Source: an optimization exercise on an open RTL-to-GDS flow (aim: small area). Production flows keep margins and buffers that such runs may drop. Only simulation tests tie the RTL to the original design; equivalence was not proved. Power is estimated from default activity; no workload was simulated.

## flow/config.mk

```make
export PLATFORM = sky130hd
export DESIGN_NAME = tag_counter_top
export DESIGN_NICKNAME = tag_counter_top
export VERILOG_FILES = /design/flow/design.v
export SDC_FILE = /design/flow/constraint.sdc
export NUM_CORES = 4
export LEC_CHECK = 0
export CAP_MARGIN = 20
export CORE_MARGIN = 2
export CORE_UTILIZATION = 40
export CTS_CLUSTER_DIAMETER = 150
export CTS_CLUSTER_SIZE = 25
export GPL_TIMING_DRIVEN = 0
export SLEW_MARGIN = 20
```

## flow/constraint.sdc

```tcl
create_clock -name core_clock -period 8.0 [get_ports {detector}]
set_input_delay 1.6000 -clock core_clock [delete_from_list [all_inputs] [get_ports {detector}]]
set_output_delay 1.6000 -clock core_clock [all_outputs]
set_load 0.01 [all_outputs]
```

## flow/design.v

```verilog
`default_nettype none
package counter_pkg;
    localparam int CHAN_W = 6;                          
    localparam int LANE_W = 6;                          
    localparam logic [LANE_W-1:0] LANE_NONE = '1;       
    localparam int WB_ADR_W = 8;                        
    localparam int WB_DAT_W = 32;
    localparam logic [WB_ADR_W-1:0] ADDR_CTRL       = 8'h00;  
    localparam logic [WB_ADR_W-1:0] ADDR_STATUS     = 8'h01;  
    localparam logic [WB_ADR_W-1:0] ADDR_WINDOW     = 8'h02;  
    localparam logic [WB_ADR_W-1:0] ADDR_COUNT_BASE = 8'h10;  
    localparam logic [WB_ADR_W-1:0] ADDR_LUT_BASE   = 8'h40;  
    localparam logic [WB_DAT_W-1:0] DEFAULT_WINDOW = 32'd1000;
    typedef enum logic [1:0] {
        IDLE     = 2'd0,
        COUNT    = 2'd1,
        STOPPING = 2'd2                                 
    } ctrl_state_t;
endpackage
`default_nettype wire
`timescale 1ns/1ps
`default_nettype none
module tag_counter_top #(
    parameter int NUM_LANES = 4,
    parameter int COUNT_W   = 32
) (
    input  wire                              detector,
    input  wire                              arst_n_i,
    input  wire                              tag_valid_i,
    input  wire  [counter_pkg::CHAN_W-1:0]   tag_channel_i,
    input  wire                              wb_cyc_i,
    input  wire                              wb_stb_i,
    input  wire                              wb_we_i,
    input  wire  [counter_pkg::WB_ADR_W-1:0] wb_adr_i,
    input  wire  [counter_pkg::WB_DAT_W-1:0] wb_dat_i,
    output logic [counter_pkg::WB_DAT_W-1:0] wb_dat_o,
    output logic                             wb_ack_o,
    output logic [NUM_LANES*COUNT_W-1:0]     count_data_o,
    output logic                             count_valid_o
);
    localparam int DEPTH = 2 ** counter_pkg::CHAN_W;
    localparam int LW    = counter_pkg::LANE_W;
    logic wr_fire;
    logic start_req;
    logic stop_req;
    logic lut_we;
    logic win_we;
    always_ff @(posedge detector or negedge arst_n_i) begin
        if (!arst_n_i) wb_ack_o <= 1'b0;
        else           wb_ack_o <= wb_cyc_i && wb_stb_i && !wb_ack_o;
    end
    assign wr_fire   = wb_ack_o && wb_we_i;
    assign start_req = wr_fire && (wb_adr_i == 8'h00) && wb_dat_i[0];
    assign stop_req  = wr_fire && (wb_adr_i == 8'h00) && wb_dat_i[1];
    assign win_we    = wr_fire && (wb_adr_i == 8'h02);
    assign lut_we    = wr_fire && (wb_adr_i[7:6] == 2'b01);
    logic [DEPTH*LW-1:0] lut_n;                       
    logic [DEPTH-1:0] row_sel;                          
    logic [DEPTH-1:0] tag_sel;                          
    logic [DEPTH-1:0] ok;                               
    logic [DEPTH-1:0] rd_col   [LW];                    
    logic [DEPTH-1:0] tag_col  [2];                     
    logic [DEPTH-1:0] tag_okc;
    logic [LW-1:0]    lut_rd;
    logic             tag_hit;
    logic [1:0]       tag_lane;
    logic          clear_q;
    always_ff @(posedge detector or negedge arst_n_i) begin
        if (!arst_n_i) clear_q <= 1'b1;
        else           clear_q <= 1'b0;
    end
    for (genvar i = 0; i < DEPTH; i++) begin : g_row
        assign row_sel[i] = (wb_adr_i[5:0] == i);
        assign tag_sel[i] = (tag_channel_i == i);
        assign ok[i]      = &lut_n[LW*i+2 +: LW-2];
        logic row_we;
        assign row_we = lut_we && row_sel[i];
        always_ff @(posedge detector) begin
            if (row_we) lut_n[LW*i +: LW] <= ~wb_dat_i[LW-1:0];
            else        lut_n[LW*i +: LW] <= lut_n[LW*i +: LW] & {LW{!clear_q}};
        end
        for (genvar b = 0; b < LW; b++) begin : g_bit
            assign rd_col[b][i] = row_sel[i] && lut_n[LW*i+b];
        end
        assign tag_col[0][i] = tag_sel[i] && lut_n[LW*i];
        assign tag_col[1][i] = tag_sel[i] && lut_n[LW*i+1];
        assign tag_okc[i]    = tag_sel[i] && ok[i];
    end
    for (genvar b = 0; b < LW; b++) begin : g_rd
        assign lut_rd[b] = ~|rd_col[b];
    end
    assign tag_hit     = tag_valid_i && !clear_q && |tag_okc;
    assign tag_lane[0] = ~|tag_col[0];
    assign tag_lane[1] = ~|tag_col[1];
    logic       hit_q;
    logic [1:0] hit_lane_q;
    always_ff @(posedge detector) begin
        hit_q      <= tag_hit;
        hit_lane_q <= tag_lane;
    end
    logic active_q;
    logic stopping_q;
    logic window_end;
    logic snap_seen_q;
    always_ff @(posedge detector or negedge arst_n_i) begin
        if (!arst_n_i) begin
            active_q   <= 1'b0;
            stopping_q <= 1'b0;
        end else if (!active_q) begin
            active_q   <= start_req;
        end else begin
            active_q   <= !(window_end && (stopping_q || stop_req));
            stopping_q <= !window_end && (stopping_q || stop_req);
        end
    end
    logic [31:0] window_q;
    logic [31:0] remain_q;                              
    logic [32:0] borrow;
    logic [31:0] remain_dec;
    logic        load;
    always_ff @(posedge detector or negedge arst_n_i) begin
        if (!arst_n_i)   window_q <= counter_pkg::DEFAULT_WINDOW;
        else if (win_we) window_q <= wb_dat_i;
    end
    assign borrow[0] = 1'b1;
    for (genvar i = 0; i < 32; i++) begin : g_dec
        assign remain_dec[i] = remain_q[i] ^ borrow[i];
        assign borrow[i+1]   = borrow[i] && !remain_q[i];
    end
    assign window_end = active_q && remain_q[0] && (remain_q[31:1] == '0);
    assign load       = (!active_q && start_req) || window_end;
    always_ff @(posedge detector) begin
        if (load) remain_q <= window_q;
        else      remain_q <= remain_dec;
    end
    logic [COUNT_W-1:0] acc_q  [NUM_LANES];
    logic [COUNT_W-1:0] snap_q [NUM_LANES];
    for (genvar l = 0; l < NUM_LANES; l++) begin : g_lane
        logic [COUNT_W:0]   carry;
        logic [COUNT_W-1:0] sum;
        assign carry[0] = hit_q && (hit_lane_q == l) && !(&acc_q[l]);
        for (genvar i = 0; i < COUNT_W; i++) begin : g_inc
            assign sum[i]     = acc_q[l][i] ^ carry[i];
            assign carry[i+1] = carry[i] && acc_q[l][i];
        end
        always_ff @(posedge detector) begin
            if (load) acc_q[l] <= '0;
            else      acc_q[l] <= sum;
        end
        always_ff @(posedge detector or negedge arst_n_i) begin
            if (!arst_n_i)       snap_q[l] <= '0;
            else if (window_end) snap_q[l] <= sum;
        end
        assign count_data_o[l*COUNT_W +: COUNT_W] = snap_q[l];
    end
    always_ff @(posedge detector or negedge arst_n_i) begin
        if (!arst_n_i) begin
            count_valid_o <= 1'b0;
            snap_seen_q   <= 1'b0;
        end else begin
            count_valid_o <= window_end;
            if (count_valid_o && !active_q) snap_seen_q <= 1'b1;
        end
    end
    logic       sel_lut;
    logic [3:0] sel_snap;
    logic       sel_status;
    logic       sel_window;
    assign sel_lut    = (wb_adr_i[7:6] == 2'b01);
    assign sel_status = (wb_adr_i == 8'h01);
    assign sel_window = (wb_adr_i == 8'h02);
    for (genvar l = 0; l < NUM_LANES; l++) begin : g_sel
        assign sel_snap[l] = (wb_adr_i == 8'h10 + l);
    end
    always_comb begin
        for (int b = 0; b < 32; b++) begin
            wb_dat_o[b] = (sel_snap[0] && snap_q[0][b]) || (sel_snap[1] && snap_q[1][b]) ||
                          (sel_snap[2] && snap_q[2][b]) || (sel_snap[3] && snap_q[3][b]) ||
                          (sel_window && window_q[b]);
        end
        for (int b = 0; b < LW; b++) begin
            wb_dat_o[b] = wb_dat_o[b] || (sel_lut && lut_rd[b]);
        end
        wb_dat_o[0] = wb_dat_o[0] || (sel_status && active_q);
        wb_dat_o[1] = wb_dat_o[1] || (sel_status && snap_seen_q);
    end
endmodule
`default_nettype wire
```

## flow/run.sh

```bash
#!/bin/bash
# synth_recipe.tcl (not shown) runs the flow's synth.tcl, then flattens the netlist and writes it again
# the make line also repeats each setting of config.mk as NAME=value (left out here)
make -C /OpenROAD-flow-scripts/flow DESIGN_CONFIG=/design/flow/config.mk WORK_HOME=/design/flow/orfs CLKGATE_MAP_FILE= SYNTH_SCRIPT=/design/flow/synth_recipe.tcl finish
```

==> run notes, run 1 <==
Comb power frac 0.058; total grt overflow 0; share of Yosys cell area claimed by the top area cell type 0.353; CP arrival 5.96 ns; fin nets 3669; post-route minimum period 7.56 ns; Final Hold Fails 0; Pins Over Slew Limit 0; count of final setup violators 0; Synth Flop Type dfxtp_1; LEAKAGE 14.7 nW; sequential area share after synthesis 0.488; asr flop ratio synth 0.233; WP buf/inv 4; cells on worst reg2reg path 35; routability cong. 1.08; CP required 6.40 ns; GRT Util Overall 0.415; flops & latches, synth 713; post-DR vias/cell 6.47; warning count from the yosys run 5; DP HPWL 134000 microns; die area 79700 sq um; P_sw 1.52 mW; PD cells 170 nW/um^2; Inst Count DP 4467; ratio of cells with drive above 1 in the final layout 0.0819; f_max 132 MHz; Hold Crit Class reg2reg; Final Core Density 0.462; antenna violations before repair 9; synthesis-to-finish area growth 14.9%; CTS tree built; flop-to-flop setup slack 0.47 ns; Relative slew margins 0.117; Avg WL per Cell 37.1 microns; Crit path depth 10; top post-synthesis cells by area dfxtp_1, dfrtp_1, o21ai_0; DRC Markers 0; mean post-synth cell area 9.65 sq um; Hold Path Depth 1; Reg2Reg Launch Point acc_q[1][21]; CTS H-tree lvls 2; clk sinks 713; Syn Std Cell Area 31000 sq um; clk_skew 0.0210 ns; Critical Path, Cell by Cell clkdlybuf4s50_1 -> nand2b_1 -> buf_2 -> buf_2 -> nor2_1 -> a221oi_1 -> nand3_1 -> nor3_1 -> a31o_2 -> clkdlybuf4s50_1; fin crit share 0.945; row cnt 102; vias in the first global route 26.7k; Clock transition at path regs 0.10 ns; Crit path max-delay family buffers and inverters; DIE HEIGHT 282 microns; Mapped Cells 3210; Initial Util 0.402; Finished Layout Cells 4531; WL final 168000 microns; largest net degree at the start of global routing 91; Synth cell types 74; clk buf depth 3; Vias 29.3k; chip width 282 microns; Crit Path Category in2out; ANT nets after route 0; Internal 4.55 mW; Worst-Margin Slew 1.32 ns; CP max stage cell a221oi_1; Flop pwr share 0.601; Hold Buf Count CTS 0; pre-CTS setup slack 0.490 ns; worst-skew pair later-pin latency 0.61 ns; CORE AREA 77100 sq um; leading area contributor after synthesis dfxtp_1; Max stage delay on crit path 0.96 ns; maximum VDD drop 0.144 mV; Switching Fraction 0.251; Design Power 6.07 mW; Worst Path Max Fanout 10; number of enable flip-flop cells after synthesis 0; 1st-iter DRT viols 3822; Final Worst Setup Slack 0.439 ns; Worst setup endpoint wb_dat_o[3]; Clk network pwr share 0.342; RSZ-0062 raised after global routing no; Post-CTS Setup Inserts 0; I/O Pins 214; PortBufs 207; syn_nets 3416; crit end category primary output; setup TNS 0 ns; status complete, no violations; Num CTS Buffers 34; max cap viols 0; Worst setup SP type input port; crit path launch wb_adr_i[5]; Crit Reg-Reg Endpoint snap_q[1][30]; post-CTS sizing 0; first-pass GRT wire length 226000 microns; Root Buffer clkbuf_16; first drt pass iteration count 10
## power by group through the flow
stage / registers, mW / clock network [mW] / logic, mW
3_5_place_dp: 3.72 / 0 / 0.339
6_report: 3.64 / 2.07 / 0.350
2_1_floorplan: 3.71 / 0 / 0.164
5_1_grt: 3.65 / 2.21 / 0.369
3_3_place_gp: 3.72 / 0 / 0.331
4_1_cts: 3.64 / 2.09 / 0.340
## layout make-up
type / count / area (sq um)
repair buffers: 217 / 2210
multi-input cells: 2196 / 14600
flip-flops and latches: 713 / 15100
diodes: 10 / 25.0
plain buffers: 264 / 1230
fillers: 7632 / 41500
clock buffers: 51 / 936
inverters: 37 / 139
clock inverters: 3 / 40.0
well taps: 1040 / 1300
## worst min-delay path by stage
stage                       end   startpoint  slack [ns]
finish              snap_seen_q  snap_seen_q        0.47
floorplan           remain_q[0]  remain_q[0]        0.42
CTS                 snap_seen_q  snap_seen_q        0.47
detailed placement  snap_seen_q  snap_seen_q        0.45
global route        snap_seen_q  snap_seen_q        0.50
global placement    snap_seen_q  snap_seen_q        0.44
## placed cells by master (no fill, tap or decap), types with 9 or more instances in the layout
cell type and instances:
clkdlybuf4s50_1 206, diode_2 10, clkbuf_1 183, nor4_1 25
clkbuf_16 35, and3_1 126, o21ai_1 22, buf_2 48
o21ai_0 416, ha_1 154, buf_1 16, dfrtp_1 159
nand4_1 104, buf_6 21, a22oi_1 229, dfxtp_1 547
a22o_1 23, inv_1 35, and4_1 24, mux2_1 62
buf_4 10, a21oi_1 26, a221oi_1 15, a222oi_1 35
nand3_1 413, nor3_1 18, nor2_1 81, nand4b_1 9
nor2_2 21, nand2_1 198, mux2_2 94
## synth_stat cells, types with 3 or more instances
master and number:
a221oi_1 15, nand2_2 5, dfstp_2 7, buf_2 47
nor4b_1 3, mux2_1 62, and4b_1 4, o211ai_1 5
a22o_1 23, ha_1 154, and4_1 24, o21ai_2 5
clkbuf_1 173, buf_1 16, nor3_1 18, nand4bb_1 6
a222oi_1 35, a22oi_1 229, nor4_1 25, nand4b_1 9
dfrtp_1 159, buf_4 9, o21ai_1 22, mux2_2 94
or4_1 5, dfxtp_1 547, inv_1 35, xnor2_1 5
nor2_1 99, nor4bb_1 5, o21ai_0 416, nand2_1 198
a31oi_1 5, a211oi_1 5, a21oi_1 26, o22ai_1 3
or4bb_1 3, and3_1 126, nand4_1 104, nor2_2 3
buf_6 18, nand3_1 413
## state kept, by name, summed over array words and instances, names as in the netlist, 2 cells and up
signal and flops:
lut_n 384, remain_q 32, acc_q 128, window_q 32, snap_q 128, hit_lane_q 2
## logic make-up (layout without fill, tap and decap cells)
| group | count (synthesis) | count (layout) | synth area share |
|---|---|---|---|
| adders and majority gates | 154 | 154 | 0.0622 |
| and+or+nand+nor | 1074 | 1074 | 0.185 |
| DFF | 713 | 713 | 0.488 |
| other | 1 | 11 | 0.000121 |
| xor gates and xnor gates | 5 | 5 | 0.00141 |
| buffers and inverters | 301 | 572 | 0.0438 |
| muxes | 158 | 158 | 0.0573 |
| AOI/OAI and AO/OA | 804 | 804 | 0.162 |
## metal layers
metal  global-route usage  vias up  share of wire
met3                0.102      473          0.096
met4                0.281        2          0.085
met1                0.524    14600           0.39
li1                     -    12500              -
met5                    0        -       0.000054
met2                0.629     1697           0.42
## per-stage QoR
stage	area, sq um	hold WS, ns
after floorplan	31000	0.424
after global placement	34400	0.440
after detailed placement	34600	0.447
after global routing	35600	0.500
after CTS	35600	0.470
final	35600	0.471
## worst register-to-register path: cells and delay by family, from the launching register on
| kind | cells | cell delay, ns |
|---|---|---|
| flip-flops | 1 | 0.35 |
| AND/OR/NAND/NOR | 2 | 0.75 |
| adder cells (fa/ha/maj) | 31 | 5.84 |
| AO/OA/AOI/OAI | 1 | 0.20 |
| multiplexers | 1 | 0.29 |
==> run 2, diff against run 1 <==
==> flow/flow/run.sh (new file) <==
#!/bin/bash
# Layout flow: the standard ORFS layout with three changes
#  - synthesis maps logic with an area-oriented ABC script (flow/area.abc);
#    the registers come from the same steps as the standard synthesis
#  - port buffers are the smallest buffer cell
#  - clock tree synthesis inserts no dummy loads
# Each tool's full output stays in the ORFS log folder and in flow_*.log here.
set -euo pipefail
W=$PWD
F=$W/flow

# synthesis script: the standard flow's own, with abc's -script replaced
{
    echo "proc abc {args} {"
    echo "    set i [lsearch -exact \$args -script]"
    echo "    if {\$i >= 0} { lset args [expr {\$i + 1}] $F/area.abc }"
    echo "    yosys abc {*}\$args"
    echo "}"
    cat "$W/synth_recipe.tcl"
} > "$W/flow_synth.tcl"

CTS="-sink_clustering_enable -repair_clock_nets -sink_clustering_size 25 -sink_clustering_max_diameter 150 -dont_use_dummy_load"

bash "$W/standard.sh" \
    "SYNTH_SCRIPT=$W/flow_synth.tcl" \
    "BUFFER_PORTS_ARGS=-buffer_cell sky130_fd_sc_hd__buf_1" \
    "CTS_ARGS=$CTS" \
    finish > "$W/flow_make.log" 2>&1
==> flow/flow/area.abc (new file) <==
&get -n
&st
&syn2
&dch
&nf -R 1000
&st
&syn2
&dch
&nf -R 1000
&put
==> flow/standard.sh (new file) <==
#!/bin/bash
# synth_recipe.tcl (not shown) runs the flow's synth.tcl, then flattens the netlist and writes it again
# the make line also repeats each setting of config.mk as NAME=value (left out here)
make -C /OpenROAD-flow-scripts/flow DESIGN_CONFIG=/design/flow/config.mk WORK_HOME=/design/flow/orfs CLKGATE_MAP_FILE= SYNTH_SCRIPT=/design/flow/synth_recipe.tcl "${@:-finish}"
removed: flow/run.sh
==> run 2 against run 1 <==
  * Still clean on timing, DRC and antenna
  * First-iteration DRC count grew 10%
  * Area after synthesis shrank 2.5%
  * Sequential share of layout area grew 1.5 points
  * Maximum frequency shrank 2.5%
  * Wire length shrank 20%
  * Sequential power is essentially flat
==> run notes, run 2 <==
Worst setup SP type input port (unchanged); maximum VDD drop 0.170 mV (was 0.144 mV); largest net degree at the start of global routing 113 (was 91); DP HPWL 104000 microns (was 134000 microns); LEAKAGE 13.7 nW (was 14.7 nW); CORE AREA 74600 sq um (was 77100 sq um); Final Hold Fails 0 (unchanged); Initial Util 0.405 (was 0.402); count of final setup violators 0 (unchanged); I/O Pins 214 (unchanged); Syn Std Cell Area 30200 sq um (was 31000 sq um); die area 77800 sq um (was 79700 sq um); clk sinks 713 (unchanged); Post-CTS Setup Inserts 0 (unchanged); chip width 279 microns (was 282 microns); asr flop ratio synth 0.233 (unchanged); synthesis-to-finish area growth 13.7% (was 14.9%); share of Yosys cell area claimed by the top area cell type 0.362 (was 0.353); fin crit share 0.969 (was 0.945); vias in the first global route 25.5k (was 26.7k); Num CTS Buffers 34 (unchanged); ratio of cells with drive above 1 in the final layout 0.0428 (was 0.0819); warning count from the yosys run 5 (unchanged); largest register by flop count lut_n (unchanged); post-DR vias/cell 6.29 (was 6.47); clk_skew 0.0673 ns (was 0.0210 ns); Hold Crit Class reg2reg (unchanged); Synth cell types 42 (was 74); flop-to-flop setup slack 0.31 ns (was 0.47 ns); row cnt 100 (was 102); post-route minimum period 7.75 ns (was 7.56 ns); max cap viols 0 (unchanged); number of enable flip-flop cells after synthesis 0 (unchanged); leading area contributor after synthesis dfxtp_1 (unchanged); Final Core Density 0.461 (was 0.462); sequential area share after synthesis 0.500 (was 0.488); CTS tree built (unchanged); Inst Count DP 4388 (was 4467); flops & latches, synth 713 (unchanged); Pins Over Slew Limit 0 (unchanged); CP arrival 6.15 ns (was 5.96 ns); 1st-iter DRT viols 4218 (was 3822); CTS H-tree lvls 2 (unchanged); status complete, no violations (unchanged); Placement Cell Area 33400 sq um (was 34600 sq um); Relative slew margins 0.130 (was 0.117); DRC Markers 0 (unchanged); Worst Path Max Fanout 20 (was 10); Crit Path Category in2out (unchanged); Post-Layout Inst Area 34400 sq um (was 35600 sq um); Root Buffer clkbuf_16 (unchanged); top post-synthesis cells by area dfxtp_1, dfrtp_1, nand3b_1 (was dfxtp_1, dfrtp_1, o21ai_0); Post-Synth Adder-Cell Area 0.0637 (was 0.0622); PortBufs 213 (was 207); Worst-Margin Slew 1.30 ns (was 1.32 ns); Vias 27.8k (was 29.3k); first drt pass iteration count 10 (unchanged); Synth Area in XOR/XNOR 0.00145 (was 0.00141); Clock transition at path regs 0.09 ns (was 0.10 ns); max reg flops 384 (unchanged); ANT nets after route 0 (unchanged); DIE HEIGHT 279 microns (was 282 microns); Avg WL per Cell 30.4 microns (was 37.1 microns); f_max 129 MHz (was 132 MHz); post-synthesis mux area share 0.0119 (was 0.0573); routability cong. 1.04 (was 1.08); Synth Area in Simple Gates 0.259 (was 0.185); mean post-synth cell area 9.63 sq um (was 9.65 sq um); GRT Util Overall 0.339 (was 0.415); syn_nets 3345 (was 3416); Mapped Cells 3139 (was 3210); most common cell in the netlist dfxtp_1 (unchanged); clk buf depth 3 (unchanged); PD cells 168 nW/um^2 (was 170 nW/um^2); compound-cell area share of the yosys netlist 0.160 (was 0.162); Synth Flop Type dfxtp_1 (unchanged); total grt overflow 0 (unchanged); most frequent cells in the layout dfxtp_1, nand2_1, o21ai_0, nand3b_1, buf_1 (was dfxtp_1, o21ai_0, nand3_1, a22oi_1, clkdlybuf4s50_1); setup TNS 0 ns (unchanged); antenna violations before repair 7 (was 9); crit end category primary output (unchanged); CP required 6.40 ns (about the same); WL final 135000 microns (was 168000 microns); worst-skew pair later-pin latency 0.61 ns (about the same); Synth top cells by count dfxtp_1, nand2_1, o21ai_0, nand3b_1, nor2_1 (was dfxtp_1, o21ai_0, nand3_1, a22oi_1, nand2_1); first-pass GRT wire length 191000 microns (was 226000 microns); fin nets 3662 (was 3669); Largest regs lut_n: 384 flops, acc_q: 128 flops, snap_q: 128 flops (unchanged); most common cell after layout, fill and taps aside dfxtp_1 (unchanged); Hold Buf Count CTS 0 (unchanged); Finished Layout Cells 4430 (was 4531); largest family of logic cells by synthesized area simple AND/OR/NAND/NOR gates (unchanged)
-- run 2: cell count changes after synthesis, moves of 120 or more --
cell / change
and2_0: +125
and3_1: -120
clkbuf_1: -173
nand2_1: +312
nand3_1: -378
nand3b_1: +384
-- run 2: worst paths after layout --
check	start	to	cells after the start
setup / recovery	wb_adr_i[5]	wb_dat_o[4]	10
hold / removal	snap_q[3][23]	snap_q[3][23]	2
setup reg to reg	acc_q[3][31]	snap_q[3][31]	36
hold reg to reg	snap_q[3][23]	snap_q[3][23]	2
max in group asynchronous	arst_n_i	snap_q[3][24]	6
min in group asynchronous	arst_n_i	snap_q[2][6]	1
-- run 2: timing repair --
item / CTS / global route
gates cloned: 0 / 0
pin swaps: 2 / 7
resized for setup: 3 / 8
endpoints found under the setup margin: 6 / 8
-- run 2: layout make-up --
cell class / count / area, sq um
sequential: 713 / 15100
clock buffer: 34 / 851
multi-input combinational: 2393 / 15200
tap: 969 / 1210
fill: 7290 / 40200
antenna: 7 / 17.5
inverter: 33 / 124
timing repair buffer: 281 / 1880
-- run 2: report_power, final --
group	switching (mW)	internal, mW	total, mW	leakage [nW]
clock network	1.15	0.769	1.92	0.419
registers	0.0257	3.58	3.61	6.70
logic	0.177	0.0843	0.261	6.63
total	1.35	4.43	5.79	13.7
-- run 2: cell families after synthesis --
| family | count (synthesis) |
|---|---|
| other | 1 |
| AO/OA/AOI/OAI | 754 |
| XOR/XNOR | 5 |
| buffers and inverters | 33 |
| adder cells (fa/ha/maj) | 154 |
| flip-flops | 713 |
| AND/OR/NAND/NOR | 1447 |
| multiplexers | 32 |
-- run 2: worst max-delay path, cell delays in order --
cell      delay, ns
buf_1          0.24
nand2b_1       0.92
nor2_1         0.50
a22o_1         0.40
a221oi_1       0.96
nand4_1        0.19
nor4_1         0.64
nand4_1        0.31
nand3_1        0.20
buf_1          0.17
-- run 2: routing by layer --
metal  track usage  vias to the layer above  wire length, microns
met5             0                        -                    25
met4         0.139                        4                  6320
li1              -                    12400                     -
met2         0.491                     1454                 56100
met1         0.492                    13700                 59300
met3        0.0668                      253                 13100
-- run 2: stage by stage --
| stage | total power [mW] | hold slack (ns) | setup slack (ns) |
|---|---|---|---|
| 2_1_floorplan | 3.77 | 0.428 | 0.248 |
| 3_3_place_gp | 3.92 | 0.478 | -5.39 |
| 3_5_place_dp | 3.94 | 0.483 | -0.337 |
| 4_1_cts | 5.82 | 0.500 | 0.0919 |
| 5_1_grt | 5.96 | 0.522 | -0.00357 |
| 6_report | 5.79 | 0.499 | 0.246 |
==> run 3, diff against run 2 <==
--- a/flow/design.v
+++ b/flow/design.v
@@ -65,19 +65,20 @@
     logic             tag_hit;
     logic [1:0]       tag_lane;
     logic          clear_q;
+    logic [LW-1:0] lut_wd;
     always_ff @(posedge detector or negedge arst_n_i) begin
         if (!arst_n_i) clear_q <= 1'b1;
         else           clear_q <= 1'b0;
     end
+    assign lut_wd = clear_q ? '0 : ~wb_dat_i[LW-1:0];
     for (genvar i = 0; i < DEPTH; i++) begin : g_row
         assign row_sel[i] = (wb_adr_i[5:0] == i);
         assign tag_sel[i] = (tag_channel_i == i);
         assign ok[i]      = &lut_n[LW*i+2 +: LW-2];
         logic row_we;
-        assign row_we = lut_we && row_sel[i];
+        assign row_we = clear_q || (lut_we && row_sel[i]);
         always_ff @(posedge detector) begin
-            if (row_we) lut_n[LW*i +: LW] <= ~wb_dat_i[LW-1:0];
-            else        lut_n[LW*i +: LW] <= lut_n[LW*i +: LW] & {LW{!clear_q}};
+            if (row_we) lut_n[LW*i +: LW] <= lut_wd;
         end
         for (genvar b = 0; b < LW; b++) begin : g_bit
             assign rd_col[b][i] = row_sel[i] && lut_n[LW*i+b];
--- a/flow/flow/run.sh
+++ b/flow/flow/run.sh
@@ -19,7 +19,7 @@
     cat "$W/synth_recipe.tcl"
 } > "$W/flow_synth.tcl"
 
-CTS="-sink_clustering_enable -repair_clock_nets -sink_clustering_size 25 -sink_clustering_max_diameter 150 -dont_use_dummy_load"
+CTS="-sink_clustering_enable -repair_clock_nets -sink_clustering_size 16 -sink_clustering_max_diameter 100 -dont_use_dummy_load -buf_list sky130_fd_sc_hd__clkbuf_8"
 
 bash "$W/standard.sh" \
     "SYNTH_SCRIPT=$W/flow_synth.tcl" \
==> flow/config.mk (replaced) <==
export PLATFORM = sky130hd
export DESIGN_NAME = tag_counter_top
export DESIGN_NICKNAME = tag_counter_top
export VERILOG_FILES = /design/flow/design.v
export SDC_FILE = /design/flow/constraint.sdc
export NUM_CORES = 4
export LEC_CHECK = 0
export CAP_MARGIN = 10
export CORE_MARGIN = 2
export CORE_UTILIZATION = 60
export CTS_CLUSTER_DIAMETER = 150
export CTS_CLUSTER_SIZE = 25
export GPL_TIMING_DRIVEN = 0
export PLACE_DENSITY = 0.85
export SLEW_MARGIN = 10
==> run 3 against run 2 <==
  * Global-route usage is 13 points higher
  * Sequential power is 15% higher
  * Setup slack worse by 0.19 ns
  * Maximum frequency is 2.4% lower
  * Clock power is 11% lower
  * Critical endpoint is now wb_dat_o[5]
==> run notes, run 3 <==
warning count from the yosys run 5 (unchanged); clk buf depth 3 (unchanged); worst-skew pair later-pin latency 0.70 ns (was 0.61 ns); first drt pass iteration count 11 (was 10); synthesis-to-finish area growth 11.8% (was 13.7%); Relative slew margins 0.0315 (was 0.130); Inst Count DP 3314 (was 4388); Comb power frac 0.053 (was 0.045); number of enable flip-flop cells after synthesis 384 (was 0); Flop pwr share 0.672 (was 0.623); f_max 126 MHz (was 129 MHz); CP arrival 6.34 ns (was 6.15 ns); CTS H-tree lvls 2 (unchanged); fin nets 2909 (was 3662); Pins Over Slew Limit 0 (unchanged); first-pass GRT wire length 168000 microns (was 191000 microns); sequential area share after synthesis 0.643 (was 0.500); Crit Reg-Reg Endpoint acc_q[0][31] (was snap_q[3][31]); most common cell in the netlist nand2_1 (was dfxtp_1); area of the multi-input gates 10700 sq um (was 15200 sq um); CORE AREA 48700 sq um (was 74600 sq um); P_sw 1.52 mW (was 1.35 mW); asr flop ratio synth 0.233 (unchanged); cells on worst reg2reg path 36 (unchanged); CTS tree built (unchanged); routability cong. 1.10 (was 1.04); status complete, no violations (unchanged); maximum VDD drop 0.194 mV (was 0.170 mV); antenna violations before repair 9 (was 7); syn_nets 2576 (was 3345); DRC Markers 0 (unchanged); DP HPWL 91000 microns (was 104000 microns); DIE HEIGHT 226 microns (was 279 microns); Synth cell types 43 (was 42); fin crit share 0.993 (was 0.969); clk_skew 0.0755 ns (was 0.0673 ns); RSZ-0062 raised after global routing yes; Initial Util 0.605 (was 0.405); I/O Pins 214 (unchanged); post-route minimum period 7.94 ns (was 7.75 ns); Reg2Reg Launch Point acc_q[0][20] (was acc_q[3][31]); share of Yosys cell area claimed by the top area cell type 0.391 (was 0.362); Final Core Density 0.676 (was 0.461); Hold Crit Class reg2reg (unchanged); Synth top cells by count nand2_1, edfxtp_1, dfxtp_1, dfrtp_1, ha_1 (was dfxtp_1, nand2_1, o21ai_0, nand3b_1, nor2_1); Clk network pwr share 0.275 (was 0.332); most frequent cells in the layout nand2_1, edfxtp_1, buf_1, dfxtp_1, dfrtp_1 (was dfxtp_1, nand2_1, o21ai_0, nand3b_1, buf_1); Final Worst Setup Slack 0.0565 ns (was 0.246 ns); Worst Path Max Fanout 19 (was 20); Vias 25.4k (was 27.8k); Worst setup SP type input port (unchanged); Final Hold Fails 0 (unchanged); mean post-synth cell area 12.4 sq um (was 9.63 sq um); pre-CTS setup slack -0.247 ns (was -0.337 ns); leading area contributor after synthesis edfxtp_1 (was dfxtp_1); GRT Util Overall 0.473 (was 0.339); largest net degree at the start of global routing 72 (was 113); Avg WL per Cell 36.0 microns (was 30.4 microns); LEAKAGE 14.3 nW (was 13.7 nW); fillers 3254 (was 7290); chip width 226 microns (was 279 microns); Syn Std Cell Area 29500 sq um (was 30200 sq um); largest register by flop count lut_n (unchanged); WL final 121000 microns (was 135000 microns); Num CTS Buffers 50 (was 34); 1st-iter DRT viols 5359 (was 4218); Switching Fraction 0.246 (was 0.234); top post-synthesis cells by area edfxtp_1, dfrtp_1, dfxtp_1 (was dfxtp_1, dfrtp_1, nand3b_1); crit end category primary output (unchanged); max reg flops 384 (unchanged); Worst-Margin Slew 1.45 ns (was 1.30 ns); Mapped Cells 2370 (was 3139); Synth Flop Type edfxtp_1 (was dfxtp_1); ANT nets after route 0 (unchanged); CP required 6.40 ns (about the same); Largest regs lut_n: 384 flops, acc_q: 128 flops, snap_q: 128 flops (unchanged); flops & latches, synth 713 (unchanged); Hold Buf Count CTS 0 (unchanged); Hold Path Depth 1 (was 2); most common cell after layout, fill and taps aside nand2_1 (was dfxtp_1); count of final setup violators 0 (unchanged); Internal 4.66 mW (was 4.43 mW); Clock transition at path regs 0.10 ns (was 0.09 ns); clk sinks 713 (unchanged); row cnt 81 (was 100); vias in the first global route 23.4k (was 25.5k); ratio of cells with drive above 1 in the final layout 0.0637 (was 0.0428); Hold Path End wb_ack_o (was snap_q[3][23]); PortBufs 213 (unchanged); hold wc startpoint wb_ack_o (was snap_q[3][23]); setup TNS 0 ns (unchanged); Crit Path Category in2out (unchanged); total grt overflow 0 (unchanged); flop-to-flop setup slack 0.16 ns (was 0.31 ns); Finished Layout Cells 3371 (was 4430); die area 51000 sq um (was 77800 sq um); PD cells 187 nW/um^2 (was 168 nW/um^2); Root Buffer clkbuf_8 (was clkbuf_16); post-DR vias/cell 7.53 (was 6.29); Reg area 19000 sq um (was 15100 sq um); max cap viols 0 (unchanged)
-- run 3: cell count changes after synthesis, sizes merged, moves of 37 or more --
cell    before  now
dfxtp      547  163
edfxtp       0  384
nand3b     384    1
o21ai      399   49
and3         6  137
and2       125    0
a21o         1   65
nor2       160  123
-- run 3: worst max path at each step --
stage,from,to,slack [ns],depth (start not counted)
after CTS,acc_q[2][21],snap_q[2][31],0.03,36
after floorplan,active_q,acc_q[0][0],0.88,6
after detailed placement,acc_q[2][21],snap_q[2][31],-0.25,36
after global routing,acc_q[0][20],snap_q[0][30],-0.05,36
after global placement,wb_adr_i[5],remain_q[30],-4.13,7
final,wb_adr_i[4],wb_dat_o[5],0.06,9
-- run 3: stage by stage --
stage	instance area [sq um]	power (mW)	hold slack (ns)
after global placement	31100	4.50	0.432
after floorplan	29500	4.29	0.428
after global routing	33000	6.30	0.498
after CTS	32900	6.13	0.476
after detailed placement	32200	4.52	0.440
final	33000	6.18	0.479
-- run 3: worst max-delay path: stages --
cell and delay (ns):
buf_1 0.20, or2_1 0.73, nor2_1 0.53, a221oi_1 1.23, nand4_1 0.43, nor4_1 0.69, nand4_1 0.50, nand3_1 0.21
buf_1 0.20
-- run 3: repair_timing --
action / in CTS / in global routing
endpoints found under the setup margin: 15 / 18
resized for setup: 4 / 15
setup buffers: 0 / 0
pin swaps: 0 / 11
-- run 3: final cells by class --
| class | instances | share of cell area |
|---|---|---|
| clock buffer | 50 | 0.0209 |
| timing repair buffer | 281 | 0.0508 |
| multi-input combinational | 1622 | 0.324 |
| sequential | 713 | 0.575 |
| tap | 664 | 0.0252 |
| antenna | 6 | 0.000455 |
| inverter | 35 | 0.00398 |
-- run 3: metal layers --
| layer | global-route usage | vias to the layer above | wire [microns] | share of wire |
|---|---|---|---|---|
| met5 | 0.00684 | - | 94 | 0.00077 |
| met4 | 0.188 | 12 | 6230 | 0.051 |
| met3 | 0.229 | 461 | 21900 | 0.18 |
| met2 | 0.651 | 2496 | 49700 | 0.41 |
| met1 | 0.643 | 12500 | 43500 | 0.36 |
| li1 | - | 9903 | - | - |
-- run 3: power groups by stage --
stage | Combinational, mW | Clock (mW) | Sequential (mW)
4_1_cts | 0.312 | 1.68 | 4.13
2_1_floorplan | 0.139 | 0 | 4.15
5_1_grt | 0.339 | 1.81 | 4.15
3_5_place_dp | 0.310 | 0 | 4.21
3_3_place_gp | 0.281 | 0 | 4.22
6_report | 0.331 | 1.70 | 4.15
-- run 3: cell families (layout without fill, tap and decap cells) --
family | Yosys count | in the layout | synth area share
AOI/OAI and AO/OA | 444 | 444 | 0.117
xor gates and xnor gates | 5 | 5 | 0.00148
adders and majority gates | 154 | 154 | 0.0653
buffers and inverters | 35 | 366 | 0.00445
DFF | 713 | 713 | 0.643
muxes | 32 | 32 | 0.0122
other | 1 | 7 | 0.000127
and+or+nand+nor | 986 | 986 | 0.157
==> run 4, diff against run 3 <==
--- a/flow/design.v
+++ b/flow/design.v
@@ -90,6 +90,10 @@
     for (genvar b = 0; b < LW; b++) begin : g_rd
         assign lut_rd[b] = ~|rd_col[b];
     end
+    logic [LW-1:0] lut_rd_q;
+    always_ff @(posedge detector) begin
+        lut_rd_q <= lut_rd | {LW{clear_q}};
+    end
     assign tag_hit     = tag_valid_i && !clear_q && |tag_okc;
     assign tag_lane[0] = ~|tag_col[0];
     assign tag_lane[1] = ~|tag_col[1];
@@ -180,7 +184,7 @@
                           (sel_window && window_q[b]);
         end
         for (int b = 0; b < LW; b++) begin
-            wb_dat_o[b] = wb_dat_o[b] || (sel_lut && lut_rd[b]);
+            wb_dat_o[b] = wb_dat_o[b] || (sel_lut && lut_rd_q[b]);
         end
         wb_dat_o[0] = wb_dat_o[0] || (sel_status && active_q);
         wb_dat_o[1] = wb_dat_o[1] || (sel_status && snap_seen_q);
==> run 4 against run 3 <==
  * Still clean on timing, DRC and antenna
  * Register-to-register slack improved by 0.03 ns
  * Utilization barely moved
  * Final cell count grew 0.83%
  * Global-route usage fell by 9.5 points
  * Via count shrank 9.2%
  * Die area grew 0.88%
  * Area after synthesis rose by 0.89%
  * Wire length fell by 20%
  * Worst hold slack got worse by 0.0035 ns
  * Power decreased by 2.0%
  * Clock power decreased by 3%
  * Sequential share of layout area up 0.14 points
  * Critical path type is now reg2reg
  * Largest cell class unchanged
==> run notes, run 4 <==
Synth top cells by count nand2_1, edfxtp_1, a22oi_1, dfxtp_1, nor2_1 (was nand2_1, edfxtp_1, dfxtp_1, dfrtp_1, ha_1); post-DR vias/cell 6.78 (was 7.53); antenna violations before repair 6 (was 9); Final Hold Fails 0 (unchanged); Switching Fraction 0.230 (was 0.246); mean post-synth cell area 12.3 sq um (was 12.4 sq um); asr flop ratio synth 0.231 (was 0.233); hold slack final 0.476 ns (was 0.479 ns); Synth cell types 45 (was 43); status complete, no violations (unchanged); Design Power 6.06 mW (was 6.18 mW); routability cong. 1.06 (was 1.10); total grt overflow 0 (unchanged); Post-Layout Inst Area 33100 sq um (was 33000 sq um); Worst setup SP type flop (was input port); top post-synthesis cells by area edfxtp_1, dfrtp_1, dfxtp_1 (unchanged); Flop pwr share 0.681 (was 0.672); leading area contributor after synthesis edfxtp_1 (unchanged); setup TNS 0 ns (unchanged); Vias 23.0k (was 25.4k); Root Buffer clkbuf_8 (unchanged); Initial Util 0.608 (was 0.605); Crit Path Category reg2reg (was in2out); fillers 3454 (was 3254); f_max 128 MHz (was 126 MHz); CP arrival 8.33 ns (was 6.34 ns); clk buf depth 3 (unchanged); Final Core Density 0.676 (about the same); syn_nets 2619 (was 2576); sequential area share after synthesis 0.641 (was 0.643); PortBufs 213 (unchanged); max reg flops 384 (unchanged); Finished Layout Cells 3399 (was 3371); count of final setup violators 0 (unchanged); maximum VDD drop 0.179 mV (was 0.194 mV); most common cell after layout, fill and taps aside nand2_1 (unchanged); warning count from the yosys run 5 (unchanged); Mapped Cells 2413 (was 2370); Syn Std Cell Area 29800 sq um (was 29500 sq um); die area 51400 sq um (was 51000 sq um); share of Yosys cell area claimed by the top area cell type 0.387 (was 0.391); Worst-Margin Slew 1.34 ns (was 1.45 ns); Crit path max-delay family adder cells (was simple AND/OR/NAND/NOR gates); Final Worst Setup Slack 0.192 ns (was 0.0565 ns); post-route minimum period 7.81 ns (was 7.94 ns); Max stage delay on crit path 0.70 ns (was 1.23 ns); clk sinks 719 (was 713); Pins Over Slew Limit 0 (unchanged); chip width 227 microns (was 226 microns); DP HPWL 74600 microns (was 91000 microns); Reg2Reg Launch Point acc_q[2][18] (was acc_q[0][20]); Num CTS Buffers 50 (unchanged); PD cells 183 nW/um^2 (was 187 nW/um^2); vias in the first global route 22.7k (was 23.4k); CORE AREA 49000 sq um (was 48700 sq um); crit path launch acc_q[2][18] (was wb_adr_i[4]); Clock transition at path regs 0.10 ns (about the same); first-pass GRT wire length 141000 microns (was 168000 microns); pre-CTS setup slack -0.259 ns (was -0.247 ns); DRC Markers 0 (unchanged); Placement Cell Area 32300 sq um (was 32200 sq um); LEAKAGE 13.9 nW (was 14.3 nW); Clk network pwr share 0.272 (was 0.275); Hold Path End remain_q[0] (was wb_ack_o); DIE HEIGHT 227 microns (was 226 microns); Relative slew margins 0.105 (was 0.0315); ratio of cells with drive above 1 in the final layout 0.0524 (was 0.0637); Hold Buf Count CTS 0 (unchanged); Synth Flop Type edfxtp_1 (unchanged); most frequent cells in the layout nand2_1, edfxtp_1, a22oi_1, buf_1, dfxtp_1 (was nand2_1, edfxtp_1, buf_1, dfxtp_1, dfrtp_1); 1st-iter DRT viols 3244 (was 5359); flops & latches, synth 719 (was 713); flop-to-flop setup slack 0.19 ns (was 0.16 ns); Internal 4.66 mW (about the same); Crit Reg-Reg Endpoint snap_q[2][31] (was acc_q[0][31]); Largest regs lut_n: 384 flops, acc_q: 128 flops, snap_q: 128 flops (unchanged); Hold Path Depth 1 (unchanged); max cap viols 0 (unchanged); RSZ-0062 raised after global routing no (was yes); Inst Count DP 3345 (was 3314); ANT nets after route 0 (unchanged); Post-CTS Setup Inserts 0 (unchanged); Worst Path Max Fanout 2 (was 19); number of enable flip-flop cells after synthesis 384 (unchanged); most numerous cell on the critical path ha_1; WL final 96900 microns (was 121000 microns); row cnt 81 (unchanged); GRT Util Overall 0.378 (was 0.473); synthesis-to-finish area growth 11.2% (was 11.8%); cells on worst reg2reg path 36 (unchanged); largest register by flop count lut_n (unchanged); P_sw 1.39 mW (was 1.52 mW); fin nets 2939 (was 2909); CTS tree built (unchanged); largest net degree at the start of global routing 65 (was 72); clk_skew 0.0452 ns (was 0.0755 ns); Comb power frac 0.047 (was 0.053); WP buf/inv 0 (was 2); I/O Pins 214 (unchanged); hold wc startpoint remain_q[0] (was wb_ack_o); Avg WL per Cell 28.5 microns (was 36.0 microns); most common cell in the netlist nand2_1 (unchanged); worst-skew pair later-pin latency 0.69 ns (was 0.70 ns); CP required 8.52 ns (was 6.40 ns); CP max stage cell nor4_2 (was a221oi_1); Hold Crit Class reg2reg (unchanged); fin crit share 0.976 (was 0.993); crit end category flop (was primary output); first drt pass iteration count 7 (was 11); CTS H-tree lvls 2 (unchanged)
==> run 4: cell count changes after synthesis, sizes merged, moves of 17 or more <==
cell	delta
and3	-133
nand3	-17
nor2	+42
a222oi	-40
nand4	+27
a21oi	+32
a22oi	+120
o21ai	-39
and2	+124
a22o	-25
a221oi	-26
nand2	-46
==> run 4: cells by family after synthesis <==
kind of cell | after synthesis | share of synthesized area
AO/OA/AOI/OAI | 473 | 0.118
adder cells (fa/ha/maj) | 154 | 0.0647
AND/OR/NAND/NOR | 995 | 0.158
flip-flops | 719 | 0.641
other | 1 | 0.000126
buffers and inverters | 34 | 0.00429
XOR/XNOR | 5 | 0.00147
multiplexers | 32 | 0.0121
==> run 4: power by group through the flow <==
stage | logic (mW) | clock network (mW) | registers [mW]
after floorplan | 0.122 | 0 | 4.16
after global placement | 0.240 | 0 | 4.20
after detailed placement | 0.275 | 0 | 4.20
after CTS | 0.276 | 1.66 | 4.12
after global routing | 0.297 | 1.79 | 4.13
final | 0.283 | 1.65 | 4.12
==> run 4: worst register-to-register path: cells and delay by family (launching register included) <==
family	cells	cell delay, ns
xor gates and xnor gates	1	0.18
and+or+nand+nor	2	0.88
DFF	1	0.35
adders and majority gates	31	5.94
AOI/OAI and AO/OA	2	0.29
==> run 4: repair_timing <==
item | CTS | global route
pin swaps | 0 | 2
setup endpoints to repair | 7 | 9
gates resized for setup | 3 | 7
==> run 4: area by class of cell <==
cell class / count / area (sq um) / area share
diodes: 4 / 10.0 / 0.000302
clock buffers: 50 / 688 / 0.0208
inverters: 34 / 128 / 0.00386
multi-input cells: 1660 / 10700 / 0.325
flip-flops and latches: 719 / 19100 / 0.577
well taps: 664 / 831 / 0.0251
repair buffers: 268 / 1620 / 0.0488
==> run 4: worst max-delay path by stage <==
stage                          to  slack, ns  cells after the start
CTS                 snap_q[3][31]       0.11                     36
finish              snap_q[2][31]       0.19                     36
global placement     snap_q[0][2]      -2.39                      1
detailed placement  snap_q[0][31]      -0.26                     36
global route        snap_q[1][31]     0.0008                     37
floorplan           snap_q[1][31]       1.17                     37
==> run 4: routing by layer <==
metal	global-route usage	up-vias	share of wire
met5	0	-	0.00028
met1	0.464	11300	0.36
li1	-	9899	-
met4	0.258	4	0.079
met2	0.613	1458	0.46
met3	0.0676	343	0.093
==> run 5, diff against run 4 <==
==> flow/config.mk (replaced) <==
export PLATFORM = sky130hd
export DESIGN_NAME = tag_counter_top
export DESIGN_NICKNAME = tag_counter_top
export VERILOG_FILES = /design/flow/design.v
export SDC_FILE = /design/flow/constraint.sdc
export NUM_CORES = 4
export LEC_CHECK = 0
export CAP_MARGIN = 5
export CORE_MARGIN = 2
export CORE_UTILIZATION = 60
export GPL_TIMING_DRIVEN = 0
export PLACE_DENSITY = 0.85
export SLEW_MARGIN = 5
==> run 5 against run 4 <==
  * Final cell count decreased by 0.24%
  * Via count decreased by 0.22%
  * Synthesized cell count unchanged
  * Cell area decreased by 0.27%
  * Critical endpoint unchanged
  * Largest cell class unchanged
  * Largest power group unchanged
==> run notes, run 5 <==
most common cell in the netlist nand2_1 (unchanged); Final Core Density 0.674 (was 0.676); fillers 3445 (was 3454); Reg2Reg Launch Point acc_q[2][21] (was acc_q[2][18]); maximum VDD drop 0.163 mV (was 0.179 mV); cells on worst reg2reg path 36 (unchanged); Design Power 6.06 mW (about the same); CTS H-tree lvls 2 (unchanged); Crit Reg-Reg Endpoint snap_q[2][31] (unchanged); f_max 130 MHz (was 128 MHz); flops & latches, synth 719 (unchanged); max cap viols 0 (unchanged); 1st-iter DRT viols 3194 (was 3244); Max stage delay on crit path 0.51 ns (was 0.70 ns); Post-CTS Setup Inserts 0 (unchanged); mean post-synth cell area 12.3 sq um (unchanged); sequential area share after synthesis 0.641 (unchanged); crit end category flop (unchanged); met1 usage 0.470 (was 0.464); first-pass GRT wire length 142000 microns (was 141000 microns); LEAKAGE 13.9 nW (about the same); flop-to-flop setup slack 0.32 ns (was 0.19 ns); largest net degree at the start of global routing 78 (was 65); met2 GRT Util 0.612 (was 0.613); Clock transition at path regs 0.10 ns (about the same); CTS tree built (unchanged); Crit Path Category reg2reg (unchanged); DP HPWL 74300 microns (was 74600 microns); CP max stage cell nor4_4 (was nor4_2); Initial Util 0.608 (unchanged); Relative slew margins 0.0974 (was 0.105); status complete, no violations (unchanged); row cnt 81 (unchanged); grt met3 use 0.0720 (was 0.0676); Final Hold Fails 0 (unchanged); chip width 227 microns (unchanged); Synth cell types 45 (unchanged); leading area contributor after synthesis edfxtp_1 (unchanged); CP required 8.57 ns (was 8.52 ns); top post-synthesis cells by area edfxtp_1, dfrtp_1, dfxtp_1 (unchanged); CORE AREA 49000 sq um (unchanged); Pins Over Slew Limit 0 (unchanged); first drt pass iteration count 9 (was 7); syn_nets 2619 (unchanged); routability cong. 1.06 (unchanged); total grt overflow 0 (unchanged); Most Used Layer, Global Route met2 (unchanged); Hold Crit Class reg2reg (unchanged); RSZ-0062 raised after global routing no (unchanged); Hold Path End remain_q[0] (unchanged); Worst-Margin Slew 1.35 ns (was 1.34 ns); hold wc startpoint remain_q[0] (unchanged); post-DR vias/cell 6.78 (about the same); Root Buffer clkbuf_8 (unchanged); DIE HEIGHT 227 microns (unchanged); ANT nets after route 0 (unchanged); Syn Std Cell Area 29800 sq um (unchanged); CP arrival 8.25 ns (was 8.33 ns); Worst setup SP type flop (unchanged); vias in the first global route 22.5k (was 22.7k); synthesis-to-finish area growth 10.9% (was 11.2%); fin nets 2934 (was 2939); warning count from the yosys run 5 (unchanged); Worst Path Max Fanout 2 (unchanged); largest register by flop count lut_n (unchanged); fin crit share 0.960 (was 0.976); Hold Buf Count CTS 0 (unchanged); Largest regs lut_n: 384 flops, acc_q: 128 flops, snap_q: 128 flops (unchanged); post-route minimum period 7.68 ns (was 7.81 ns); die area 51400 sq um (unchanged); share of Yosys cell area claimed by the top area cell type 0.387 (unchanged); hold slack final 0.494 ns (was 0.476 ns); DRC Markers 0 (unchanged); asr flop ratio synth 0.231 (unchanged); max reg flops 384 (unchanged); worst-skew pair later-pin latency 0.72 ns (was 0.69 ns); Avg WL per Cell 28.8 microns (was 28.5 microns); count of final setup violators 0 (unchanged); clk sinks 719 (unchanged); most frequent cells in the layout nand2_1, edfxtp_1, a22oi_1, buf_1, dfxtp_1 (unchanged); Synth top cells by count nand2_1, edfxtp_1, a22oi_1, dfxtp_1, nor2_1 (unchanged); Vias 23.0k (about the same); Synth Flop Type edfxtp_1 (unchanged); antenna violations before repair 3 (was 6); most numerous cell on the critical path ha_1 (unchanged); PD cells 184 nW/um^2 (was 183 nW/um^2); WL final 97800 microns (was 96900 microns); PortBufs 213 (unchanged); most common cell after layout, fill and taps aside nand2_1 (unchanged); clk buf depth 3 (unchanged); number of enable flip-flop cells after synthesis 384 (unchanged); Hold Path Depth 1 (unchanged); Num CTS Buffers 50 (unchanged); GRT Util Overall 0.380 (was 0.378); ratio of cells with drive above 1 in the final layout 0.0503 (was 0.0524); I/O Pins 214 (unchanged); Mapped Cells 2413 (unchanged); clk_skew 0.0791 ns (was 0.0452 ns)
## run 5: cells by family after synthesis
logic type,synth area share
AO/OA/AOI/OAI,0.118
XOR/XNOR,0.00147
adder cells (fa/ha/maj),0.0647
buffers and inverters,0.00429
flip-flops,0.641
multiplexers,0.0121
other,0.000126
AND/OR/NAND/NOR,0.158
## run 5: power by group
part / switching (mW) / internal, mW / leakage, nW
combinational: 0.211 / 0.0654 / 5.90
clock: 1.09 / 0.560 / 0.360
sequential: 0.0953 / 4.03 / 7.62
## run 5: worst max path at each step
stage                      start             to  cells past startpoint
detailed placement  acc_q[0][29]  snap_q[0][31]                     36
CTS                 acc_q[0][29]  snap_q[0][31]                     36
floorplan           acc_q[1][22]  snap_q[1][31]                     37
finish              acc_q[2][21]  snap_q[2][31]                     36
global placement        arst_n_i   snap_q[0][2]                      1
global route        acc_q[0][17]  snap_q[0][31]                     36
## run 5: per-stage QoR
step                      setup TNS, ns  cell area (sq um)  cells  worst slack, ns
after detailed placement         -0.866              32300   3340           -0.268
after global placement          -609.14              31400   3290            -2.39
after global routing                  0              33000   3390           0.0123
after floorplan                       0              29800   2413             1.17
final                                 0              33000   3391            0.319
after CTS                             0              33000   3390           0.0124
## run 5: repair_timing
item                       4_1_cts  5_1_grt
pin swaps                        0        1
setup endpoints to repair       10       13
gates resized for setup          2        9
## run 5: area by class of cell
type                       count  area, sq um  share of cell area
multi-input combinational   1660        10800               0.326
clock buffer                  50          688              0.0208
antenna                        1         2.50           0.0000758
inverter                      34          128             0.00387
tap                          664          831              0.0252
timing repair buffer         263         1520              0.0459
sequential                   719        19100               0.578
## run 5: critical path: cells and delay by family (launching register included)
kind / cells / cell delay [ns]
and+or+nand+nor: 2 / 0.73
AOI/OAI and AO/OA: 2 / 0.28
DFF: 1 / 0.36
xor gates and xnor gates: 1 / 0.18
adders and majority gates: 31 / 5.95
## run 5: routing by layer
metal,share of wire,vias up
met1,0.36,11400
met4,0.079,4
met2,0.46,1439
met5,0.00027,-
li1,-,9863
met3,0.091,322
==> run 6, diff against run 5 <==
==> flow/flow/area.abc (replaced) <==
&get -n
&st
&syn2
&dch -f
&nf -R 1000 -p -C 32
&put
mfs2
&get -n
&st
&syn2
&dch -f
&nf -R 1000 -p -C 32
&put
mfs2
&get -n
&st
&dch -f
&nf -R 1000 -p -C 32
&put
==> run 6 against run 5 <==
  * First-iteration DRC count grew 18%
  * Largest power group unchanged
  * Largest cell class unchanged
  * Wire length shrank 6.0%
  * Global-route usage fell by 2.1 points
  * Still clean on timing, DRC and antenna
  * Setup slack got worse by 0.019 ns
==> run notes, run 6 <==
clk buf depth 3 (unchanged); sequential area share after synthesis 0.647 (was 0.641); leading area contributor after synthesis edfxtp_1 (unchanged); WL final 91900 microns (was 97800 microns); Pins Over Slew Limit 0 (unchanged); clk sinks 719 (unchanged); DRC Markers 0 (unchanged); Max stage delay on crit path 0.38 ns (was 0.51 ns); max cap viols 0 (unchanged); WP buf/inv 0 (unchanged); Crit Path Category reg2reg (unchanged); CP arrival 8.27 ns (was 8.25 ns); first drt pass iteration count 10 (was 9); Synth top cells by count nand2_1, edfxtp_1, dfxtp_1, dfrtp_1, ha_1 (was nand2_1, edfxtp_1, a22oi_1, dfxtp_1, nor2_1); largest register by flop count lut_n (unchanged); Initial Util 0.605 (was 0.608); Final Hold Fails 0 (unchanged); PD cells 187 nW/um^2 (was 184 nW/um^2); ANT nets after route 0 (unchanged); Hold Path Depth 1 (unchanged); Synth cell types 44 (was 45); number of enable flip-flop cells after synthesis 384 (unchanged); total grt overflow 0 (unchanged); LEAKAGE 13.8 nW (was 13.9 nW); count of final setup violators 0 (unchanged); Synth Flop Type edfxtp_1 (unchanged); GRT Util Overall 0.359 (was 0.380); DP HPWL 69400 microns (was 74300 microns); Crit path max-delay family adder cells (unchanged); share of Yosys cell area claimed by the top area cell type 0.391 (was 0.387); Syn Std Cell Area 29500 sq um (was 29800 sq um); Vias 22.8k (was 23.0k); 1st-iter DRT viols 3774 (was 3194); row cnt 81 (unchanged); CTS H-tree lvls 2 (unchanged); Design Power 6.09 mW (was 6.06 mW); mean post-synth cell area 12.5 sq um (was 12.3 sq um); CTS tree built (unchanged); Worst Path Max Fanout 2 (unchanged); crit end category flop (unchanged); Inst Count DP 3270 (was 3340); die area 50900 sq um (was 51400 sq um); max reg flops 384 (unchanged); f_max 130 MHz (about the same); vias in the first global route 22.0k (was 22.5k); synthesis-to-finish area growth 10.7% (was 10.9%); Worst-Margin Slew 1.42 ns (was 1.35 ns); Crit path depth 36 (unchanged); largest net degree at the start of global routing 78 (unchanged); Largest regs lut_n: 384 flops, acc_q: 128 flops, snap_q: 128 flops (unchanged); CP max stage cell nor4_4 (unchanged); top post-synthesis cells by area edfxtp_1, dfrtp_1, dfxtp_1 (unchanged); chip width 226 microns (was 227 microns); setup TNS 0 ns (unchanged); first-pass GRT wire length 135000 microns (was 142000 microns); PortBufs 213 (unchanged); Final Core Density 0.670 (was 0.674); Mapped Cells 2354 (was 2413); CP required 8.57 ns (about the same); fin crit share 0.963 (was 0.960); fin nets 2864 (was 2934); most common cell in the netlist nand2_1 (unchanged); maximum VDD drop 0.165 mV (was 0.163 mV); most common cell after layout, fill and taps aside nand2_1 (unchanged); Clock transition at path regs 0.10 ns (about the same); post-DR vias/cell 6.85 (was 6.78); status complete, no violations (unchanged); Relative slew margins 0.0481 (was 0.0974); post-route minimum period 7.70 ns (was 7.68 ns); Hold Crit Class reg2reg (unchanged); Avg WL per Cell 27.7 microns (was 28.8 microns); routability cong. 1.04 (was 1.06); cells on worst reg2reg path 36 (unchanged); most numerous cell on the critical path ha_1 (unchanged); clk_skew 0.0881 ns (was 0.0791 ns); Num CTS Buffers 50 (unchanged); warning count from the yosys run 5 (unchanged); asr flop ratio synth 0.231 (unchanged); Root Buffer clkbuf_8 (unchanged); Finished Layout Cells 3322 (was 3391); most frequent cells in the layout nand2_1, edfxtp_1, buf_1, dfxtp_1, dfrtp_1 (was nand2_1, edfxtp_1, a22oi_1, buf_1, dfxtp_1); antenna violations before repair 4 (was 3); ratio of cells with drive above 1 in the final layout 0.0467 (was 0.0503); CORE AREA 48700 sq um (was 49000 sq um); syn_nets 2560 (was 2619); Worst setup SP type flop (unchanged); worst-skew pair later-pin latency 0.70 ns (was 0.72 ns); DIE HEIGHT 226 microns (was 227 microns); I/O Pins 214 (unchanged); flops & latches, synth 719 (unchanged)
run 6: cell count changes in the layout (fill, tap and decap cells not counted), sizes merged, moves of 6 or more:
| cell | before | now |
|---|---|---|
| nand4 | 141 | 135 |
| nand3 | 19 | 27 |
| nor2 | 165 | 138 |
| a22oi | 248 | 117 |
| nand2 | 436 | 476 |
| nor4 | 43 | 31 |
| and4 | 11 | 1 |
| o22ai | 7 | 26 |
| a222oi | 49 | 121 |
| buf | 263 | 252 |
| a21oi | 53 | 44 |
run 6: routing by layer:
layer / wire length, microns / vias up / global-route usage
li1: - / 9684 / -
met1: 32900 / 11100 / 0.441
met2: 43700 / 1602 / 0.595
met3: 9450 / 367 / 0.0744
met4: 5860 / 4 / 0.201
met5: 29 / - / 0
run 6: report_power, final:
| part | total, mW | leakage (nW) | internal [mW] | switching (mW) |
|---|---|---|---|---|
| Clock | 1.63 | 0.360 | 0.560 | 1.07 |
| Combinational | 0.306 | 5.82 | 0.0818 | 0.225 |
| Sequential | 4.15 | 7.62 | 4.05 | 0.0974 |
| Total | 6.09 | 13.8 | 4.69 | 1.40 |
run 6: through the flow:
| step | instance area (sq um) | setup WS, ns | hold WS [ns] |
|---|---|---|---|
| after floorplan | 29500 | -2.14 | 0.414 |
| after global placement | 31100 | -13.21 | 0.434 |
| after detailed placement | 31900 | 0.0402 | 0.435 |
| after CTS | 32600 | 0.0177 | 0.449 |
| after global routing | 32600 | -0.0562 | 0.472 |
| final | 32600 | 0.300 | 0.452 |
run 6: worst reg2reg max path, delay by kind of cell, from the launching register on:
kind	cells	cell delay, ns
DFF	1	0.36
xor gates and xnor gates	1	0.22
and+or+nand+nor	2	0.64
AOI/OAI and AO/OA	2	0.39
adders and majority gates	31	5.97
run 6: cells by family after synthesis:
kind of cell / synth area share
buffers and inverters: 0.00433
XOR/XNOR: 0.00149
multiplexers: 0.0122
AND/OR/NAND/NOR: 0.154
AO/OA/AOI/OAI: 0.115
other: 0.000127
adder cells (fa/ha/maj): 0.0654
flip-flops: 0.647
run 6: final cells by class:
cell class	count	area [sq um]
diodes	2	5.00
fillers	3431	16100
flip-flops and latches	719	19100
inverters	34	128
multi-input cells	1601	10500
clock buffers	50	688
well taps	664	831
repair buffers	252	1440
run 6: repair_timing:
action,CTS,global route
setup buffers,0,0
hold buffers,0,0
setup endpoints to repair,1,11
resized for setup,1,7
run 6: worst paths after layout:
check                                  start             to  slack, ns
worst max-delay path            acc_q[2][15]  snap_q[2][31]       0.30
worst min-delay path             remain_q[0]    remain_q[0]       0.45
worst max register to register  acc_q[2][15]  snap_q[2][31]       0.30
worst min register to register   remain_q[0]    remain_q[0]       0.45
max in group asynchronous           arst_n_i    window_q[3]       5.84
min in group asynchronous           arst_n_i  snap_q[3][31]       0.92

re-timing with driven ports:
In the flow no input, the clock included, has a driving cell. The finished layouts below were timed again as built, in two steps.
Step 1 (the two cells are an assumption about what drives the block):
set clk [get_ports {detector}]
set_driving_cell -lib_cell sky130_fd_sc_hd__clkbuf_16 $clk
set_driving_cell -lib_cell sky130_fd_sc_hd__buf_2 [delete_from_list [all_inputs] $clk]
Step 2 moves the port delays by t, midway between the first and last clock arrival at a register: inputs arrive t later, outputs are due t later. That takes back most of the time a late clock gives input paths.
Three values: ideal, step 1, step 2; two values: the first two.
run | shift t [ns] | slack for setup (ns) | worst setup path at the end | worst data-port slew with drivers (ns)
run 1 | 0.672 | 0.439 / 0.402 / 0.402 | input to output | 0.29
run 2 | 0.646 | 0.246 / 0.218 / 0.218 | input to output | 0.10
run 3 | 0.725 | 0.056 / 0.028 / 0.028 | input to output | 0.09
run 4 | 0.718 | 0.192 / 0.192 / 0.192 | register to register | 0.10
run 5 | 0.742 | 0.319 / 0.319 / 0.319 | register to register | 0.10
run 6 | 0.716 | 0.300 / 0.300 / 0.300 | register to register | 0.08
After both steps setup and hold are still met in every run listed. For run 1, which loses most, drivers alone change the setup slack by -0.037 ns; drivers and shift together by -0.037 ns.
